This is an optimization exercise on Yosys and OpenROAD, whose aim is small area, not a production implementation. Function was checked by simulation only, so behaviour that the tests miss may differ from the original.

## flow/design.v (module list and top-level ports; edited modules follow where they fit)
// module fp_add_sub: 85 lines
// module arithmetic_unit: 140 lines
// module mul32: 3196 lines
module arithmetic_unit
(
  input  logic        clk,
  input  logic        rst,
  input  logic [31:0] a,
  input  logic [31:0] b,
  input  logic [2:0]  op,
  output logic [63:0] out
);
  // ...
==> flow/flow/run.sh <==
#!/bin/bash
# Own flow: the standard layout, except that Yosys's generic synthesis skips its
# early "abc -fast" pass (synth -noabc). That pass rewrites the full-adder logic in
# inverted forms, so extract_fa then leaves inverters between the adder cells; the final
# technology-mapping abc pass still runs. The flip-flops get back the names the standard
# synthesis gives them (flow/fixregs.py), so they pair with the reference by name.
# The final technology mapping uses flow/abc_area_map.script, an area-oriented ABC
# mapping (dch -f; amap) in place of ORFS's abc_area.script (dch; map -B 0.9).
# Every input and output port still gets its buffer, a plain buf_1 instead of the delay
# cell that buffer_ports picks by default.
set -euo pipefail
W=$(pwd)
sed -e 's#^  log_cmd abc {\*}$abc_args#  log_cmd abc {*}[lreplace $abc_args 1 1 '"$W"'/flow/abc_area_map.script]#' \
  "$FLOW_HOME/scripts/synth.tcl" > flow_synth_main.tcl
grep -q abc_area_map.script flow_synth_main.tcl
sed -e 's/yosys synth -nofsm -noshare /yosys synth -nofsm -noshare -noabc /' \
  -e "s#source \$::env(SCRIPTS_DIR)/synth.tcl#source $W/flow_synth_main.tcl#" synth_recipe.tcl > flow_synth.tcl
grep -q flow_synth_main.tcl flow_synth.tcl
grep -q -- '-noabc' flow_synth.tcl
echo "exec python3 $W/flow/fixregs.py \$::env(RESULTS_DIR)/1_2_yosys.v" >> flow_synth.tcl
sed -e "s#$W/synth_recipe.tcl#$W/flow_synth.tcl#" standard.sh > flow_standard.sh
grep -q flow_synth.tcl flow_standard.sh
bash flow_standard.sh "BUFFER_PORTS_ARGS=-buffer_cell sky130_fd_sc_hd__buf_1" finish > flow_make.log 2>&1
==> flow/flow/abc_area_map.script <==
strash
dch -f
amap
topo
stime -c
buffer -c
upsize -c
dnsize -c
==> flow/flow/fixregs.py <==
#!/usr/bin/env python3
"""Give each output flip-flop the name the standard synthesis gives it:
the flip-flop whose Q drives out[k] becomes \\out_q[k]$_SDFF_PP0_ ."""
import re
import sys

path = sys.argv[1]
text = open(path).read()
pat = re.compile(r'(sky130_fd_sc_hd__dfxtp_\d+\s+)(\\\S+\s|\S+)(\s*\((?:[^;]*?)\.Q\(out\[(\d+)\]\)\s*\);)', re.S)
names = set()
count = 0


def sub(m):
    global count
    k = int(m.group(4))
    new = "\\out_q[%d]$_SDFF_PP0_ " % k
    assert new not in names
    names.add(new)
    count += 1
    return m.group(1) + new + m.group(3)


text = pat.sub(sub, text)
open(path, "w").write(text)
print("fixregs: named %d flip-flops" % count)
==> flow/standard.sh <==
#!/bin/bash
# synth_recipe.tcl (not shown) runs the flow's synth.tcl, then flattens the netlist and writes it again
# the make line also repeats each setting of config.mk as NAME=value (left out here)
make -C /OpenROAD-flow-scripts/flow DESIGN_CONFIG=/design/flow/config.mk WORK_HOME=/design/flow/orfs CLKGATE_MAP_FILE= SYNTH_SCRIPT=/design/flow/synth_recipe.tcl "${@:-finish}"
==> flow/config.mk <==
export PLATFORM = sky130hd
export DESIGN_NAME = arithmetic_unit
export DESIGN_NICKNAME = arithmetic_unit
export VERILOG_FILES = /design/flow/design.v
export SDC_FILE = /design/flow/constraint.sdc
export NUM_CORES = 4
export LEC_CHECK = 0
export ABC_AREA = 1
export CAP_MARGIN = 20
export CORE_MARGIN = 2
export CORE_UTILIZATION = 50
export CTS_BUF_LIST = sky130_fd_sc_hd__clkbuf_8
export SLEW_MARGIN = 20
==> flow/constraint.sdc <==
create_clock -name core_clock -period 18.0 [get_ports {clk}]
set_input_delay 3.6000 -clock core_clock [delete_from_list [all_inputs] [get_ports {clk}]]
set_output_delay 3.6000 -clock core_clock [all_outputs]
set_load 0.01 [all_outputs]
==> impl_metrics.sql, run 1 <==
INSERT INTO impl_metrics (metric_group, metric, value, unit) VALUES
('timing', 'max_slew.worst_pin.slew', '1.35', 'ns'),
('layout', 'flip_flop_count_of_the_largest_register_all_copies_and_words_added', '64', ''),
('clock_tree', 'holdBufCountCts', '0', ''),
('worst_setup_path', 'required', '18.28', 'ns'),
('logic_synthesis', 'synth.most_common_cell', 'sky130_fd_sc_hd__o22ai_1', ''),
('grt', 'grt_start_max_net_pins', '72', ''),
('logic_synthesis', 'count_of_state_elements_after_synthesis', '64', ''),
('logic_synthesis', 'yosys_most_used_dff', 'sky130_fd_sc_hd__dfxtp_1', ''),
('logic_synthesis', 'synth.distinct_cells', '77', ''),
('layout', 'layout.cells.largest_class', 'multi-input gates', ''),
('layout', 'post_layout_nonfiller_instances', '5024', ''),
('logic_synthesis', 'yosys.area_share.simple', '0.156', ''),
('clock_tree', 'tritoncts_clock_tree', 'done', ''),
('worst_setup_path', 'critPathArrivalTime', '17.52', 'ns'),
('timing', 'max-slew-margin-rel', '0.0900', ''),
('clock_tree', 'cts-htree-levels', '3', ''),
('hold_path', 'holdPathEnd', 'out_q[32]', ''),
('drt', 'post-route-drc-count', '0', ''),
('timing', 'final-setup-viol-count', '0', ''),
('drt', 'route.layer.met1.wl', '54.3', 'mm'),
('worst_setup_path', 'largest_stage_delay_on_the_critical_path', '0.65', 'ns'),
('grt', 'globalRouteMet2Util', '0.672', ''),
('placed_design', 'placedInstanceArea', '0.0332', 'sq mm'),
('clock_tree', 'clk_root_buffer_cell', 'sky130_fd_sc_hd__clkbuf_8', ''),
('grt', 'grt_util_all_layers', '0.439', ''),
('clock_tree', 'cts_post_setup_buffers_inserted', '0', ''),
('logic_synthesis', 'ys_top_cells_by_area', 'sky130_fd_sc_hd__fa_1 (36%), sky130_fd_sc_hd__o22ai_1 (13%), sky130_fd_sc_hd__o21ai_0 (9.2%), sky130_fd_sc_hd__nand2_1 (7.5%), sky130_fd_sc_hd__nor2_1 (4.8%)', ''),
('drt', 'drt_wl_total', '146', 'mm'),
('logic_synthesis', 'synth-adder-area-share', '0.408', ''),
('layout', 'num-nonclk-buffers', '286', ''),
('logic_synthesis', 'complex_gate_fraction_of_the_synthesized_area', '0.314', ''),
('timing', 'hold_slack', '3.66', 'ns'),
('run_status', 'run_status', 'complete, no violations', ''),
('clock_tree', 'number_of_cts_inserted_buffers', '9', ''),
('layout', 'largest-register', 'out_q', ''),
('timing', 'hold_violations', '0', '');
==> run 2, diff against run 1 <==
--- a/flow/config.mk
+++ b/flow/config.mk
@@ -10,4 +10,5 @@
 export CORE_MARGIN = 2
 export CORE_UTILIZATION = 50
 export CTS_BUF_LIST = sky130_fd_sc_hd__clkbuf_8
+export SETUP_SLACK_MARGIN = 0.1
 export SLEW_MARGIN = 20
==> impl_metrics.sql, run 2 <==
INSERT INTO impl_metrics (metric_group, metric, value, unit) VALUES
('layout', 'most_common_cell_after_layout_fill_and_taps_aside', 'sky130_fd_sc_hd__nand2_1', ''),
('placed_design', 'placement.io_buffers', '132', ''),
('clock_tree', 'clk_pin_slew_worst_paths', '0.08', 'ns'),
('timing', 'final-max-slew-violation-count', '0', ''),
('drt', 'detail_route.first_pass.iterations', '7', ''),
('drt', 'drtIter0Drc', '4413', ''),
('logic_synthesis', 'synth.most_common_cell', 'sky130_fd_sc_hd__o22ai_1', ''),
('logic_synthesis', 'yosys_most_used_dff', 'sky130_fd_sc_hd__dfxtp_1', ''),
('logic_synthesis', 'mux_share_of_post_synthesis_cell_area', '0', ''),
('clock_tree', 'holdBufCountCts', '0', ''),
('worst_setup_path', 'timing.critical_path.slowest_stage_cell', 'sky130_fd_sc_hd__fa_1', ''),
('logic_synthesis', 'main_combinational_cell_family_by_area_after_synthesis', 'adder cells', ''),
('floorplanning', 'core_area', '0.0629', 'sq mm'),
('layout', 'syn_to_final_growth', '5.39', '%'),
('clock_tree', 'clk_root_buffer_cell', 'sky130_fd_sc_hd__clkbuf_8', ''),
('worst_setup_path', 'critPathArrivalTime', '17.35', 'ns'),
('logic_synthesis', 'synth_top_area_frac', '0.364', ''),
('floorplanning', 'rows', '92', ''),
('worst_setup_path', 'worstSetupStartpointType', 'input pin', ''),
('layout', 'flip_flop_count_of_the_largest_register_all_copies_and_words_added', '64', ''),
('grt', 'grt_met3_use', '0.104', ''),
('logic_synthesis', 'ys_top_cells_by_area', 'sky130_fd_sc_hd__fa_1 (36%), sky130_fd_sc_hd__o22ai_1 (13%), sky130_fd_sc_hd__o21ai_0 (9.2%), sky130_fd_sc_hd__nand2_1 (7.5%), sky130_fd_sc_hd__nor2_1 (4.8%)', ''),
('logic_synthesis', 'yosys.area_share.simple', '0.156', ''),
('floorplanning', 'boundaryPins', '133', ''),
('logic_synthesis', 'synth.yosys.seq_area_share', '0.0404', ''),
('drt', 'post_drt_wl_per_cell', '29.1', 'um'),
('logic_synthesis', 'syn_avg_cell_area', '7.40', 'sq um'),
('floorplanning', 'chipHeight', '256', 'um'),
('layout', 'largestRegisters', 'out_q (64)', ''),
('worst_setup_path', 'setup.worst_path.class', 'in2reg', ''),
('grt', 'grt_start_max_net_pins', '72', ''),
('drt', 'drt.antenna.violating_nets', '0', ''),
('drt', 'drt_wl_total', '146', 'mm'),
('run', 'maxCapViolCount', '0', ''),
('logic_synthesis', 'synth-edff-count', '0', ''),
('logic_synthesis', 'complex_gate_fraction_of_the_synthesized_area', '0.314', ''),
('layout', 'layout-drive-gt1-share', '0.0687', ''),
('timing', 'clock.fmax', '58.6', 'MHz'),
('clock_tree', 'number_of_cts_inserted_buffers', '9', ''),
('layout', 'num_antenna_cells', '0', ''),
('drt', 'post_dr_vias_cell', '6.75', ''),
('grt', 'met1_usage', '0.563', ''),
('logic_synthesis', 'number_of_instances_in_the_synthesized_netlist', '4285', ''),
('layout', 'design.final.nets', '4931', ''),
('clock_tree', 'tritoncts_clock_tree', 'done', ''),
('timing', 'total_negative_slack_for_setup_checks', '0', 'ns'),
('worst_setup_path', 'cp_common_cell', 'sky130_fd_sc_hd__fa_1', ''),
('logic_synthesis', 'synthArstFlopShare', '0', ''),
('run_status', 'run_status', 'complete, no violations', ''),
('timing', 'hold_violations', '0', ''),
('placed_design', 'dp_slack', '0.285', 'ns'),
('logic_synthesis', 'synth_top_cells_by_count', 'sky130_fd_sc_hd__o22ai_1 (640), sky130_fd_sc_hd__nand2_1 (633), sky130_fd_sc_hd__o21ai_0 (586), sky130_fd_sc_hd__fa_1 (576), sky130_fd_sc_hd__nor2_1 (407)', ''),
('clock_tree', 'cts-htree-levels', '3', ''),
('logic_synthesis', 'post-synth-top-area-cell', 'sky130_fd_sc_hd__fa_1', ''),
('grt', 'globalRoute.totalOverflow', '0', ''),
('layout', 'filler_cell_count', '6231', ''),
('layout', 'register_area', '0.00128', 'sq mm'),
('grt', 'wire_length_of_the_first_global_routing_pass', '215', 'mm'),
('timing', 'max-slew-margin-rel', '0.136', ''),
('grt', 'grt_antenna_before_repair', '2', ''),
('timing', 'final-setup-viol-count', '0', ''),
('worst_setup_path', 'critical_path.top_delay_family', 'adder cells', ''),
('clock_tree', 'sinks_on_the_clock_net', '64', ''),
('grt', 'first_global_vias', '32900', ''),
('clock_tree', 'cts_resized', '0', ''),
('layout', 'largest-register', 'out_q', ''),
('worst_setup_path', 'endpoint_kind', 'flip-flop', ''),
('clock_tree', 'cts_post_setup_buffers_inserted', '0', ''),
('timing', 'worst_slack', '0.941', 'ns'),
('worst_setup_path', 'path_max_fanout', '5', ''),
('logic_synthesis', 'synth_warnings', '2', ''),
('drt', 'detailed_route_via_count', '33900', ''),
('logic_synthesis', 'syn-num-nets', '5042', ''),
('logic_synthesis', 'syn_area', '0.0317', 'sq mm'),
('placed_design', 'gp_congestion', '1.03', ''),
('grt', 'grt_util_all_layers', '0.439', ''),
('timing', 'finalWorstPathRequiredPeriod', '17.06', 'ns'),
('floorplanning', 'die_area', '0.0655', 'sq mm'),
('timing', 'setup_repair_after_global_routing_missed_its_margin', 'false', ''),
('grt', 'globalRouteMet2Util', '0.672', ''),
('grt', 'busiest_layer', 'met2', ''),
('logic_synthesis', 'synth-adder-area-share', '0.408', ''),
('floorplanning', 'initial_utilization', '0.505', ''),
('drt', 'post-route-drc-count', '0', ''),
('hold_path', 'min_delay_path_class', 'in2reg', ''),
('logic_synthesis', 'post_synth_xor_area_fraction', '0.00110', ''),
('worst_setup_path', 'required', '18.29', 'ns'),
('timing', 'final.period_utilization', '0.948', ''),
('worst_setup_path', 'worst-path-buf-inv', '10', ''),
('placed_design', 'post-dp-hpwl', '107', 'mm'),
('worst_setup_path', 'largest_stage_delay_on_the_critical_path', '0.53', 'ns'),
('clock_tree', 'clockBufferDepth', '2', ''),
('timing', 'max_slew.worst_pin.slew', '1.28', 'ns'),
('layout', 'multi_input_area', '0.0282', 'sq mm'),
('logic_synthesis', 'count_of_state_elements_after_synthesis', '64', ''),
('floorplanning', 'die_w', '256', 'um'),
('layout', 'layout.cells.most_common_list', 'sky130_fd_sc_hd__nand2_1 (633), sky130_fd_sc_hd__o22ai_1 (632), sky130_fd_sc_hd__o21ai_0 (581)', ''),
('logic_synthesis', 'synth.distinct_cells', '77', '');
-- run 2: cell counts after synthesis --
No cell type changed its count.
-- run 2: worst paths after layout --
check	endpoint	start	slack, ns	cells past startpoint
worst min-delay path	out_q[32]	rst	3.65	2
worst max-delay path	out_q[62]	b[0]	0.94	63
-- run 2: area by class of cell --
cell class,count,area share
Clock buffer,9,0.00371
Clock inverter,6,0.00183
Inverter,263,0.0297
Multi-Input combinational cell,3550,0.844
Sequential cell,64,0.0383
Tap cell,846,0.0317
Timing Repair Buffer,286,0.0509
-- run 2: cells by family after synthesis --
logic type               after synthesis
AND/OR/NAND/NOR                     1208
adder cells (fa/ha/maj)              688
buffers and inverters                671
XOR/XNOR                               4
AO/OA/AOI/OAI                       1650
flip-flops                            64
-- run 2: per-layer routing --
layer / share of wire / vias up
li1: - / 14900
met1: 0.37 / 16100
met2: 0.43 / 2388
met3: 0.12 / 529
met4: 0.075 / 2
met5: 0.000089 / -
-- run 2: through the flow --
step | hold slack, ns | instances | utilization | area, sq um
CTS | 3.64 | 5024 | 0.531 | 33300
global placement | 3.99 | 5009 | 0.528 | 33200
floorplan | 3.85 | 4285 | - | 31700
detailed placement | 3.99 | 5009 | 0.528 | 33200
global route | 3.68 | 5024 | 0.532 | 33400
finish | 3.65 | 5024 | 0.532 | 33400
==> run 3, diff against run 2 <==
==> flow/config.mk (replaced) <==
export PLATFORM = sky130hd
export DESIGN_NAME = arithmetic_unit
export DESIGN_NICKNAME = arithmetic_unit
export VERILOG_FILES = /design/flow/design.v
export SDC_FILE = /design/flow/constraint.sdc
export NUM_CORES = 4
export LEC_CHECK = 0
export ABC_AREA = 1
export CAP_MARGIN = 5
export CORE_MARGIN = 2
export CORE_UTILIZATION = 50
export SETUP_SLACK_MARGIN = 0.3
export SLEW_MARGIN = 5
==> impl_metrics.sql, run 3 <==
INSERT INTO impl_metrics (metric_group, metric, value, unit) VALUES
('run_status', 'run_status', 'complete, no violations', ''),
('hold_path', 'worst_hold_startpoint', 'rst', ''),
('layout', 'finish.utilization', '0.538', ''),
('layout', 'filler_cell_count', '6203', ''),
('floorplanning', 'chipHeight', '256', 'um'),
('logic_synthesis', 'syn_area', '0.0317', 'sq mm'),
('worst_setup_path', 'cp_common_cell', 'sky130_fd_sc_hd__fa_1', ''),
('placed_design', 'post-dp-hpwl', '107', 'mm'),
('grt', 'wire_length_of_the_first_global_routing_pass', '215', 'mm'),
('clock_tree', 'sinks_on_the_clock_net', '64', ''),
('grt', 'globalRoute.totalOverflow', '0', ''),
('logic_synthesis', 'number_of_instances_in_the_synthesized_netlist', '4285', ''),
('layout', 'syn_to_final_growth', '6.50', '%'),
('clock_tree', 'clk_root_buffer_cell', 'sky130_fd_sc_hd__clkbuf_16', ''),
('floorplanning', 'boundaryPins', '133', ''),
('worst_setup_path', 'worstSetupStartpointType', 'input pin', ''),
('layout', 'flip_flop_count_of_the_largest_register_all_copies_and_words_added', '64', ''),
('grt', 'grt_start_max_net_pins', '72', ''),
('logic_synthesis', 'post-synth-top-area-cell', 'sky130_fd_sc_hd__fa_1', ''),
('timing', 'max-slew-margin-rel', '0.0722', ''),
('clock_tree', 'number_of_cts_inserted_buffers', '9', ''),
('layout', 'layout-drive-gt1-share', '0.0767', ''),
('timing', 'final-setup-viol-count', '0', ''),
('logic_synthesis', 'synthArstFlopShare', '0', ''),
('grt', 'grt_antenna_before_repair', '1', ''),
('logic_synthesis', 'ys_top_cells_by_area', 'sky130_fd_sc_hd__fa_1 (36%), sky130_fd_sc_hd__o22ai_1 (13%), sky130_fd_sc_hd__o21ai_0 (9.2%), sky130_fd_sc_hd__nand2_1 (7.5%), sky130_fd_sc_hd__nor2_1 (4.8%)', ''),
('drt', 'drtIter0Drc', '4483', ''),
('clock_tree', 'cts-htree-levels', '3', ''),
('logic_synthesis', 'synth.most_common_cell', 'sky130_fd_sc_hd__o22ai_1', ''),
('logic_synthesis', 'synth_top_area_frac', '0.364', ''),
('drt', 'drt.antenna.violating_nets', '0', ''),
('logic_synthesis', 'synth.distinct_cells', '77', ''),
('floorplanning', 'die_w', '256', 'um'),
('layout', 'layout.cells.most_common_list', 'sky130_fd_sc_hd__nand2_1 (633), sky130_fd_sc_hd__o22ai_1 (630), sky130_fd_sc_hd__o21ai_0 (581)', ''),
('clock_tree', 'clk_pin_slew_worst_paths', '0.06', 'ns'),
('timing', 'hold_slack', '3.69', 'ns'),
('timing', 'max_slew.worst_pin.slew', '1.38', 'ns'),
('run', 'maxCapViolCount', '0', ''),
('logic_synthesis', 'synth-edff-count', '0', ''),
('layout', 'largest-register', 'out_q', ''),
('drt', 'drt_wl_total', '147', 'mm'),
('layout', 'design.final.nets', '4950', ''),
('layout', 'largestRegisters', 'out_q (64)', ''),
('floorplanning', 'initial_utilization', '0.505', ''),
('worst_setup_path', 'critPathArrivalTime', '17.18', 'ns'),
('drt', 'post-route-drc-count', '0', ''),
('worst_setup_path', 'endpoint_kind', 'flip-flop', ''),
('worst_setup_path', 'largest_stage_delay_on_the_critical_path', '0.53', 'ns'),
('logic_synthesis', 'syn-num-nets', '5042', ''),
('grt', 'grt_util_all_layers', '0.439', ''),
('floorplanning', 'die_area', '0.0655', 'sq mm'),
('timing', 'clock.fmax', '59.1', 'MHz'),
('worst_setup_path', 'path_max_fanout', '32', ''),
('grt', 'first_global_vias', '32900', ''),
('timing', 'finalWorstPathRequiredPeriod', '16.92', 'ns'),
('worst_setup_path', 'required', '18.26', 'ns'),
('logic_synthesis', 'count_of_state_elements_after_synthesis', '64', ''),
('timing', 'total_negative_slack_for_setup_checks', '0', 'ns'),
('timing', 'setup_repair_after_global_routing_missed_its_margin', 'true', ''),
('hold_path', 'worst_hold_path.num_cells', '2', ''),
('drt', 'post_dr_vias_cell', '6.78', ''),
('placed_design', 'placement.io_buffers', '132', ''),
('timing', 'hold_violations', '0', ''),
('hold_path', 'holdPathEnd', 'out_q[32]', ''),
('floorplanning', 'core_area', '0.0629', 'sq mm'),
('placed_design', 'gp_congestion', '1.03', ''),
('timing', 'final-max-slew-violation-count', '0', ''),
('logic_synthesis', 'syn_avg_cell_area', '7.40', 'sq um'),
('logic_synthesis', 'synth_warnings', '2', ''),
('clock_tree', 'clockBufferDepth', '2', ''),
('floorplanning', 'rows', '92', ''),
('worst_setup_path', 'setup.worst_path.class', 'in2reg', ''),
('timing', 'final.period_utilization', '0.940', ''),
('drt', 'post_drt_wl_per_cell', '29.1', 'um'),
('drt', 'detailed_route_via_count', '34200', ''),
('drt', 'detail_route.first_pass.iterations', '7', ''),
('clock_tree', 'tritoncts_clock_tree', 'done', ''),
('logic_synthesis', 'synth.yosys.seq_area_share', '0.0404', ''),
('logic_synthesis', 'synth_top_cells_by_count', 'sky130_fd_sc_hd__o22ai_1 (640), sky130_fd_sc_hd__nand2_1 (633), sky130_fd_sc_hd__o21ai_0 (586), sky130_fd_sc_hd__fa_1 (576), sky130_fd_sc_hd__nor2_1 (407)', ''),
('hold_path', 'min_delay_path_class', 'in2reg', ''),
('logic_synthesis', 'yosys_most_used_dff', 'sky130_fd_sc_hd__dfxtp_1', ''),
('layout', 'most_common_cell_after_layout_fill_and_taps_aside', 'sky130_fd_sc_hd__nand2_1', ''),
('worst_setup_path', 'timing.critical_path.slowest_stage_cell', 'sky130_fd_sc_hd__fa_1', '');
run 3: cell types whose count changed in the layout (fill, tap and decap cells not counted), sizes merged:
cell and delta:
buf +17, clkbuf +1, clkinv +1, clkinvlp +2, diode +1, inv -2
run 3: cell families after synthesis:
kind of cell	Yosys count	synth area share
flops	64	0.0404
simple gates	1208	0.156
xor+xnor	4	0.00110
fa+ha+maj	688	0.408
compound gates	1650	0.314
buf+inv	671	0.0802
run 3: worst max path at each step:
stage                end  slack [ns]   from
2_1_floorplan  out_q[14]        0.74  op[0]
3_3_place_gp    out_q[8]        0.36   b[0]
3_5_place_dp    out_q[8]        0.29   b[0]
4_1_cts         out_q[8]        0.61   b[0]
5_1_grt        out_q[30]        0.07  op[0]
6_report       out_q[62]        1.08   b[0]
run 3: timing repair:
item,CTS,global route
endpoints found under the setup margin,0,34
hold buffers,0,0
resized for setup,0,50
buffers inserted,0,16
run 3: layer usage:
metal / vias to the layer above / wire (um) / part of all wire / GRT usage
met2: 2379 / 63500 / 0.43 / 0.668
met1: 16300 / 55100 / 0.37 / 0.567
met3: 553 / 16700 / 0.11 / 0.0967
met4: 0 / 11700 / 0.079 / 0.282
li1: 15000 / - / - / -
met5: - / 0 / 0 / 0
run 3: worst max-delay path, delay by kind of cell:
kind,cells,cell delay (ns)
compound gates,5,0.85
fa+ha+maj,15,6.89
buf+inv,10,0.93
simple gates,33,4.87
run 3: metrics by stage:
step | cells | instance area [sq um] | setup slack, ns
2_1_floorplan | 4285 | 31700 | 0.742
3_3_place_gp | 5009 | 33200 | 0.355
3_5_place_dp | 5009 | 33200 | 0.292
4_1_cts | 5024 | 33400 | 0.615
5_1_grt | 5043 | 33800 | 0.0731
6_report | 5044 | 33800 | 1.08
run 3: layout make-up:
class,count,area (sq um),share of cell area
tap,846,1060,0.0313
timing repair buffer,304,1880,0.0555
antenna,1,2.50,0.0000741
timing repair inverter,1,5.00,0.000148
clock buffer,9,225,0.00667
multi-input combinational,3550,28300,0.837
inverter,263,1000,0.0297
sequential,64,1280,0.0379
clock inverter,6,61.3,0.00181

==> port drivers added, routing unchanged <==
In the flow no input, the clock included, has a driving cell. The finished layouts below were timed again as built, in two steps. Step 1 assumes that a clkbuf_16 drives the clock port and a buf_2 every other input. Step 2 also shifts input and output timing later by t, the mid clock arrival at the registers, as if the neighbouring blocks saw the same clock. Slacks: ideal / step 1 / step 2; pairs: ideal / step 1.
run | t (ns) | setup slack, ns | worst setup path at the end | pins driven straight from the clock port
run 1 | 0.392 | 0.759 / 0.736 / 0.344 | input to register | 1
run 2 | 0.391 | 0.941 / 0.918 / 0.527 | input to register | 1
run 3 | 0.376 | 1.078 / 1.036 / 0.660 | input to register | 1
After both steps every run listed still meets setup and hold. For run 3, which loses most, drivers alone change the setup slack by -0.042 ns; drivers and shift together by -0.418 ns.
